This design comes from an exercise in tuning for small area and a short achievable clock period on the open sky130 flow, not from production work. Function was checked by simulation only, so behaviour that the tests miss may differ from the original. Power is estimated from default activity; no workload was simulated.

===== design/flow/design.v =====
package lsu_pkg;
	typedef enum logic [3:0] {
		LSU_LB  = 4'b0000,  
		LSU_LH  = 4'b0001,  
		LSU_LW  = 4'b0010,  
		LSU_LBU = 4'b0100,  
		LSU_LHU = 4'b0101,  
		LSU_SB  = 4'b1000,
		LSU_SH  = 4'b1001,
		LSU_SW  = 4'b1010
	} lsu_op_e;
	typedef enum logic [1:0] {
		FAULT_NONE  = 2'd0,
		FAULT_RANGE = 2'd1,  
		FAULT_ALIGN = 2'd2   
	} lsu_fault_e;
endpackage
`timescale 1ns/1ns
import lsu_pkg::*;
module lsu_access_check
(
	input  logic                   clk,
	input  logic                   arst_n_i,
	input  logic                   req_i,       
	input  logic [3:0]                op_i,
	input  logic [32-1:0]   addr_i,      
	input  logic [32-1:0]   wdata_i,     
	output logic                   valid_o,     
	output logic [3:0]                op_o,
	output logic [1:0]             byte_off_o,
	output logic [1:0]             fault_o,
	output logic [($clog2(1024 / 4))-1:0] word_idx_o,
	output logic [3:0]             wr_be_o,     
	output logic [32-1:0]   wr_data_o    
);
	logic [2:0]           acc_bytes;   
	logic [1:0]           off;
	logic                 mis_align;
	logic [32:0]   last_byte;   
	logic [32:0]   mem_end;     
	logic                 in_range;
	logic [1:0]           fault_d;
	logic [3:0]           be_d;
	logic [32-1:0] data_d;
	assign off = addr_i[1:0];
	always_comb begin
		case (op_i)
			LSU_LB, LSU_LBU, LSU_SB: acc_bytes = 3'd1;
			LSU_LH, LSU_LHU, LSU_SH: acc_bytes = 3'd2;
			default:                 acc_bytes = 3'd4;
		endcase
	end
	assign mis_align = ((acc_bytes == 3'd2) && off[0]) ||
		((acc_bytes == 3'd4) && (off != 2'b00));
	assign last_byte = {1'b0, addr_i} + {{(32-2){1'b0}}, acc_bytes} - 1'b1;
	assign mem_end   = {1'b0, 32'h0100_0000} + 1024;
	assign in_range  = (addr_i >= 32'h0100_0000) && (last_byte < mem_end);
	always_comb begin
		if (mis_align) begin
			fault_d = FAULT_ALIGN;
		end else if (!in_range) begin
			fault_d = FAULT_RANGE;
		end else begin
			fault_d = FAULT_NONE;
		end
	end
	assign data_d = wdata_i << {off, 3'b000};
	always_comb begin
		case (op_i)
			LSU_SB:  be_d = 4'b0001 << off;
			LSU_SH:  be_d = 4'b0011 << off;
			LSU_SW:  be_d = 4'b1111;
			default: be_d = 4'b0000;  
		endcase
	end
	always_ff @(posedge clk or negedge arst_n_i) begin
		if (!arst_n_i) begin
			valid_o <= 1'b0;
		end else begin
			valid_o <= req_i;
		end
	end
	always_ff @(posedge clk) begin
		if (req_i) begin
			op_o       <= op_i;
			byte_off_o <= off;
			fault_o    <= fault_d;
			word_idx_o <= addr_i[($clog2(1024 / 4))+1:2];  
			wr_be_o    <= be_d;
			wr_data_o  <= data_d;
		end
	end
endmodule
`timescale 1ns/1ns
module lsu_data_ram (
	input  logic                   clk,
	input  logic                   req_i,      
	input  logic [32-1:0]   addr_i,     
	input  logic                   commit_i,   
	input  logic [($clog2(1024 / 4))-1:0] wr_idx_i,
	input  logic [3:0]             wr_be_i,
	input  logic [32-1:0]   wr_data_i,  
	output logic [32-1:0]   rd_word_o   
);
	logic [7:0] bank [0:3][0:(1024 / 4)-1];
	logic [($clog2(1024 / 4))-1:0] rd_idx;
	logic                   same_word;  
	assign rd_idx = addr_i[($clog2(1024 / 4))+1:2];
	assign same_word = commit_i && (wr_idx_i == rd_idx);
	always_ff @(posedge clk) begin
		for (int b = 0; b < 4; b++) begin
			if (commit_i && wr_be_i[b]) begin
				bank[b][wr_idx_i] <= wr_data_i[8*b +: 8];
			end
			if (req_i) begin
				if (same_word && wr_be_i[b]) begin
					rd_word_o[8*b +: 8] <= wr_data_i[8*b +: 8];  
				end else begin
					rd_word_o[8*b +: 8] <= bank[b][rd_idx];
				end
			end
		end
	end
endmodule
`timescale 1ns/1ns
import lsu_pkg::*;
module lsu_response
(
	input  logic                 valid_i,       
	input  logic [3:0]              op_i,
	input  logic [1:0]           byte_off_i,
	input  logic [1:0]           fault_i,
	input  logic [32-1:0] rd_word_i,     
	output logic                 resp_valid_o,
	output logic [1:0]           resp_fault_o,
	output logic [32-1:0] resp_rdata_o,
	output logic                 commit_o       
);
	logic [32-1:0] lane_word;  
	logic [7:0]           ld_byte;
	logic [15:0]          ld_half;
	logic [32-1:0] ld_data;
	logic                 is_store;
	logic                 clean;      
	assign lane_word = rd_word_i >> {byte_off_i, 3'b000};
	assign ld_byte   = lane_word[7:0];
	assign ld_half   = lane_word[15:0];
	assign is_store = (op_i == LSU_SB) || (op_i == LSU_SH) || (op_i == LSU_SW);
	assign clean    = valid_i && (fault_i == FAULT_NONE);
	always_comb begin
		case (op_i)
			LSU_LB: begin
				ld_data = {{(32-8){ld_byte[7]}}, ld_byte};
			end
			LSU_LH: begin
				ld_data = {{(32-16){ld_half[15]}}, ld_half};
			end
			LSU_LBU: begin
				ld_data = {{(32-8){1'b0}}, ld_byte};
			end
			LSU_LHU: begin
				ld_data = {{(32-16){1'b0}}, ld_half};
			end
			LSU_LW: begin
				ld_data = rd_word_i;  
			end
			default: begin
				ld_data = '0;  
			end
		endcase
	end
	assign resp_valid_o = valid_i;
	assign resp_fault_o = valid_i ? fault_i : FAULT_NONE;
	assign resp_rdata_o = clean ? ld_data : '0;  
	assign commit_o = clean && is_store;
endmodule
`timescale 1ns/1ns
import lsu_pkg::*;
module load_store_unit
(
	input  logic                 clk,
	input  logic                 arst_n_i,
	input  logic                 req_i,         
	input  logic [3:0]              op_i,
	input  logic [32-1:0] addr_i,
	input  logic [32-1:0] wdata_i,
	output logic                 resp_valid_o,  
	output logic [1:0]           resp_fault_o,
	output logic [32-1:0] resp_rdata_o
);
	logic                   chk_valid;
	logic [3:0]                chk_op;
	logic [1:0]             chk_off;
	logic [1:0]             chk_fault;
	logic [($clog2(1024 / 4))-1:0] chk_idx;
	logic [3:0]             chk_be;
	logic [32-1:0]   chk_data;
	logic [32-1:0]   ram_word;  
	logic                   commit;    
	lsu_access_check u_check (
		.clk        (clk),
		.arst_n_i   (arst_n_i),
		.req_i      (req_i),
		.op_i       (op_i),
		.addr_i     (addr_i),
		.wdata_i    (wdata_i),
		.valid_o    (chk_valid),
		.op_o       (chk_op),
		.byte_off_o (chk_off),
		.fault_o    (chk_fault),
		.word_idx_o (chk_idx),
		.wr_be_o    (chk_be),
		.wr_data_o  (chk_data)
	);
	lsu_data_ram u_ram (
		.clk       (clk),
		.req_i     (req_i),
		.addr_i    (addr_i),
		.commit_i  (commit),
		.wr_idx_i  (chk_idx),
		.wr_be_i   (chk_be),
		.wr_data_i (chk_data),
		.rd_word_o (ram_word)
	);
	lsu_response u_resp (
		.valid_i      (chk_valid),
		.op_i         (chk_op),
		.byte_off_i   (chk_off),
		.fault_i      (chk_fault),
		.rd_word_i    (ram_word),
		.resp_valid_o (resp_valid_o),
		.resp_fault_o (resp_fault_o),
		.resp_rdata_o (resp_rdata_o),
		.commit_o     (commit)
	);
endmodule

===== design/flow/run.sh =====
#!/bin/bash
# synth_recipe.tcl (not shown) runs the flow's synth.tcl, then flattens the netlist and writes it again
# the make line also repeats each setting of config.mk as NAME=value (left out here)
make -C /OpenROAD-flow-scripts/flow DESIGN_CONFIG=/design/flow/config.mk WORK_HOME=/design/flow/orfs CLKGATE_MAP_FILE= SYNTH_SCRIPT=/design/flow/synth_recipe.tcl finish

===== design/flow/config.mk =====
export PLATFORM = sky130hd
export DESIGN_NAME = load_store_unit
export DESIGN_NICKNAME = load_store_unit
export VERILOG_FILES = /design/flow/design.v
export SDC_FILE = /design/flow/constraint.sdc
export NUM_CORES = 8
export LEC_CHECK = 0
export CAP_MARGIN = 20
export CORE_MARGIN = 2
export CORE_UTILIZATION = 45
export SLEW_MARGIN = 20
export SYNTH_MEMORY_MAX_BITS = 16384

===== design/flow/constraint.sdc =====
create_clock -name core_clock -period 5.0 [get_ports {clk}]
set_input_delay 1.0000 -clock core_clock [delete_from_list [all_inputs] [get_ports {clk}]]
set_output_delay 1.0000 -clock core_clock [all_outputs]
set_load 0.01 [all_outputs]

==> notes.md <==
----------------------------------------------------
[Place]
  Number of placed cells counting well taps ... 24200
  DP Worst Slack ... -0.783 ns
  DP HPWL ... 577000 um
  Port-buffer cells ... 105
  Routability congestion estimate ... 0.851

[STA]
  Highest achievable clock rate ... 0.207 GHz
  Number of pins exceeding their max-slew limit in the final report ... 0
  Setup-violating endpoint count in the final report ... 0
  Unrepaired setup endpoints after global routing ... false
  Relative max-transition margin ... 0.124
  Final worst path period need ... 4.83 ns
  Final setup margin ... 0.172 ns
  Worst clock skew on the final layout ... 0.0568 ns
  Final hold vios ... 0
  Total negative setup slack ... 0 ns
  Worst hold-check slack ... 0.457 ns
  Final cycle utilization of the critical path ... 0.966
  Transition time of the tightest slew-check pin ... 1.31 ns

[Yosys]
  Adder and majority gate portion of the synthesized area ... 0.00187
  Avg Synthesized Cell Area ... 23.5 um^2
  Synth unique cells ... 62
  Post-synthesis instance area ... 322000 um^2
  Post-synthesis compound-gate area fraction ... 0.00379
  Syn. warnings ... 3
  Post-synth EDFFs ... 8276
  Fraction of registers with async set or reset after synthesis ... 0.000121
  Largest cells by area after synthesis ... sky130_fd_sc_hd__edfxtp_1 (77%), sky130_fd_sc_hd__mux4_2 (19%), sky130_fd_sc_hd__nor2_1 (1.3%), sky130_fd_sc_hd__clkbuf_1 (0.62%), sky130_fd_sc_hd__nand2_1 (0.38%)
  Share of the synthesized area in the top cell type ... 0.772
  Sequential area share after synthesis ... 0.772
  XOR/XNOR share of the synthesized area ... 0.000490
  Largest area contributor in the netlist ... sky130_fd_sc_hd__edfxtp_1
  Share of cell area taken by muxes after synthesis ... 0.192
  Synthesized Nets ... 13800
  Gate count after technology mapping ... 13700
  Combinational family with the most area after synthesis ... multiplexers
  Post-synthesis sequential element count ... 8277
  Post-synthesis simple-gate area fraction ... 0.0188
  Most frequently used flop master after synthesis ... sky130_fd_sc_hd__edfxtp_1

[GRT]
  Largest net degree at the start of global routing ... 200
  Remaining Overflow, GRT ... 0
  GR Util All Layers ... 0.234
  Wire length of the first global-routing pass ... 1200000 um
  Antenna violations before repair ... 79
  Via count of the first global-routing pass ... 154000

[Min path]
  Worst min path class ... in2reg

[Route]
  Routed wire per std cell ... 33.3 um
  Total detailed-routing wirelength ... 860000 um
  Length of the first detailed-routing pass in iterations ... 6
  Count of vias placed by the detailed router ... 154000
  Number of DRC markers after the initial detailed-route iteration ... 19800
  Antenna Violating Nets Remaining ... 0
  Vias per cell ... 5.97
  Drc violations ... 0

[Clocking]
  Htree depth ... 6
  Total clock buffers created by CTS ... 816
  Root buffer selected by CTS ... sky130_fd_sc_hd__clkbuf_16
  Maximum clock insertion buffer count ... 4
  Clock Sinks ... 8277
  Clock latency on the worst-skew pair ... 1.15 ns
  Clock transition at the registers of the reported paths ... 0.07 ns
  TritonCTS clock tree ... done

[Floorplan]
  Row count ... 310
  Vertical extent of the die ... 850 um
  Core Area ... 713000 um^2
  Top-level I/O count ... 106
  Initial Utilization ... 0.452
  Overall die area ... 722000 um^2
  Die width ... 850 um

[Critical path]
  Startpoint kind of the worst setup timing path ... flip-flop
  Data required time at the worst endpoint ... 4.00 ns
  Largest stage delay on the critical path ... 0.69 ns
  Critical path capture point type ... output pin
  Critical path's slowest cell ... sky130_fd_sc_hd__edfxtp_1
  Largest driver fanout on the critical path ... 16
  Worst path cell trace ... mux2_2 -> o211ai_1 -> or3_1 -> o21a_1 -> a21oi_1 -> clkdlybuf4s50_1
  Start-to-end type of the worst setup path ... reg2out
  Endpoint arrival time on the critical path ... 3.83 ns

[Cells and area]
  Number of inserted filler cells in the final layout ... 54400
  Post-layout utilization of the core ... 0.526
  Most common cell after layout, fill and taps aside ... sky130_fd_sc_hd__edfxtp_1
  Most frequent cells in the layout ... sky130_fd_sc_hd__edfxtp_1 (8276), sky130_fd_sc_hd__mux4_2 (2720), sky130_fd_sc_hd__buf_4 (1393), sky130_fd_sc_hd__nor2_1 (1059), sky130_fd_sc_hd__clkbuf_16 (829)
  Area of combinational cells with multiple inputs ... 70200 um^2
  Sequential cell area ... 249000 um^2
  Layout Cells excl Fill ... 25800
  Ratio of cells with drive above 1 in the final layout ... 0.347
  Post-layout nets ... 15600
  Area growth, synth to finish ... 16.4%

[Power and ir drop]
  Power Density ... 392 nW/um^2
  Static power due to leakage ... 117 nW
  Peak VDD IR ... 0.384 mV

[Flow run]
  Maximum Capacitance Violations ... 0

[Outcome]
  Outcome ... no timing/DRC/antenna violations

----------------------------------------------------
layer usage:
layer / vias to the layer above / track usage / wire [um]
li1: 62100 / - / -
met3: 1114 / 0.0490 / 75400
met1: 83900 / 0.335 / 348000
met2: 6806 / 0.369 / 408000
met5: - / 0.00387 / 795
met4: 42 / 0.0679 / 28100
critical path: cells and delay by family (launching register included):
family / cells / cell delay, ns
AO/OA/AOI/OAI: 3 / 0.68
multiplexers: 1 / 0.26
buffers and inverters: 1 / 0.59
flip-flops: 1 / 0.69
AND/OR/NAND/NOR: 1 / 0.47
cell type report:
class / instances / area share
Antenna cell: 71 / 0.000474
Clock buffer: 1004 / 0.0571
Clock inverter: 506 / 0.0120
Inverter: 58 / 0.000621
Multi-Input combinational cell: 4562 / 0.187
Sequential cell: 8277 / 0.664
Tap cell: 9516 / 0.0318
Timing Repair Buffer: 1801 / 0.0470
final timing paths:
check / start / to / slack (ns) / cells past startpoint
worst min register to register: u_check.wr_data_o[24] / u_ram.bank[993][0] / 0.78 / 1
worst min-delay path: req_i / u_check.wr_data_o[23] / 0.46 / 1
min in group asynchronous: arst_n_i / u_check.valid_o / 0.55 / 2
worst max register to register: u_check.word_idx_o[5] / u_ram.bank[426][6] / 0.94 / 4
worst max-delay path: u_ram.rd_word_o[23] / resp_rdata_o[24] / 0.17 / 6
max in group asynchronous: arst_n_i / u_check.valid_o / 4.35 / 2
state kept, by name (all words and copies together), names as in the netlist:
signal,count
u_ram.bank,8192
u_check.wr_data_o,32
u_ram.rd_word_o,32
u_check.word_idx_o,8
u_check.op_o,4
u_check.wr_be_o,4
u_check.byte_off_o,2
u_check.fault_o,2
u_check.valid_o,1
through the flow:
step	cell area [um^2]	total power [mW]
2_1_floorplan	322000	83.9
3_3_place_gp	348000	88.1
3_5_place_dp	348000	88.3
4_1_cts	374000	148
5_1_grt	374000	151
6_report	375000	147
cells by family (layout without fill, tap and decap cells):
logic type               Yosys count  after routing
buffers and inverters            836           3369
multiplexers                    2780           2780
adder cells (fa/ha/maj)           48             48
XOR/XNOR                          18             18
other                              0             71
AO/OA/AOI/OAI                    187            187
AND/OR/NAND/NOR                 1529           1529
flip-flops                      8277           8277
where the power goes:
group / total, mW / internal, mW / switching [mW]
registers: 77.5 / 77.3 / 0.215
logic: 9.36 / 3.52 / 5.84
clock network: 60.0 / 33.8 / 26.2
Yosys cell counts, types with 4 or more instances:
cell type,number
sky130_fd_sc_hd__xor2_1,4
sky130_fd_sc_hd__nor2_1,1093
sky130_fd_sc_hd__buf_2,156
sky130_fd_sc_hd__ha_1,48
sky130_fd_sc_hd__a211o_1,9
sky130_fd_sc_hd__nand4_1,6
sky130_fd_sc_hd__nand3_1,14
sky130_fd_sc_hd__nand3b_1,5
sky130_fd_sc_hd__clkbuf_1,528
sky130_fd_sc_hd__nand2_1,324
sky130_fd_sc_hd__a22oi_1,8
sky130_fd_sc_hd__mux4_2,2720
sky130_fd_sc_hd__o31ai_1,5
sky130_fd_sc_hd__inv_1,55
sky130_fd_sc_hd__nand2b_1,11
sky130_fd_sc_hd__mux2_2,33
sky130_fd_sc_hd__a211oi_1,11
sky130_fd_sc_hd__o22ai_1,8
sky130_fd_sc_hd__a21o_1,7
sky130_fd_sc_hd__nor2b_1,26
sky130_fd_sc_hd__and2_1,16
sky130_fd_sc_hd__o211ai_1,7
sky130_fd_sc_hd__o21bai_1,4
sky130_fd_sc_hd__a21oi_1,65
sky130_fd_sc_hd__nor3b_1,7
sky130_fd_sc_hd__or3_1,4
sky130_fd_sc_hd__a31oi_1,4
sky130_fd_sc_hd__buf_1,94
sky130_fd_sc_hd__nor3_1,4
sky130_fd_sc_hd__xnor2_1,14
sky130_fd_sc_hd__edfxtp_1,8276
sky130_fd_sc_hd__o21ai_0,26
sky130_fd_sc_hd__mux2i_1,27
sky130_fd_sc_hd__a32oi_1,7
sky130_fd_sc_hd__and3_1,5
repair_timing:
item                                    4_1_cts  5_1_grt
resized for setup                             1        1
endpoints found under the hold margin         1        0
setup buffers                                 0        4
endpoints found under the setup margin       10       16
hold buffers                                  1        0
gates cloned                                  0        0

-- separate check: timing with driven ports --
In the flow no input, the clock included, has a driving cell. The finished layout below was timed again as built, in two steps. Step 1 (the two cells are an assumption about what drives the block):
set clk [get_ports {clk}]
set_driving_cell -lib_cell sky130_fd_sc_hd__clkbuf_16 $clk
set_driving_cell -lib_cell sky130_fd_sc_hd__buf_2 [delete_from_list [all_inputs] $clk]
Step 2 also shifts input and output timing later by t, the mid clock arrival at the registers, as if the neighbouring blocks saw the same clock. Three values: ideal, step 1, step 2; two values: the first two.
t (ns): 1.269
setup WS [ns]: 0.172 / 0.035 / -0.894
worst hold slack (ns): 0.457 / 0.347 / 0.776
worst register clock-pin slew, ns: 0.07 / 0.07
With both steps, setup timing fails in this run, where it was met with ideal ports. For this run, drivers alone change the setup slack by -0.137 ns; drivers and shift together by -1.066 ns.
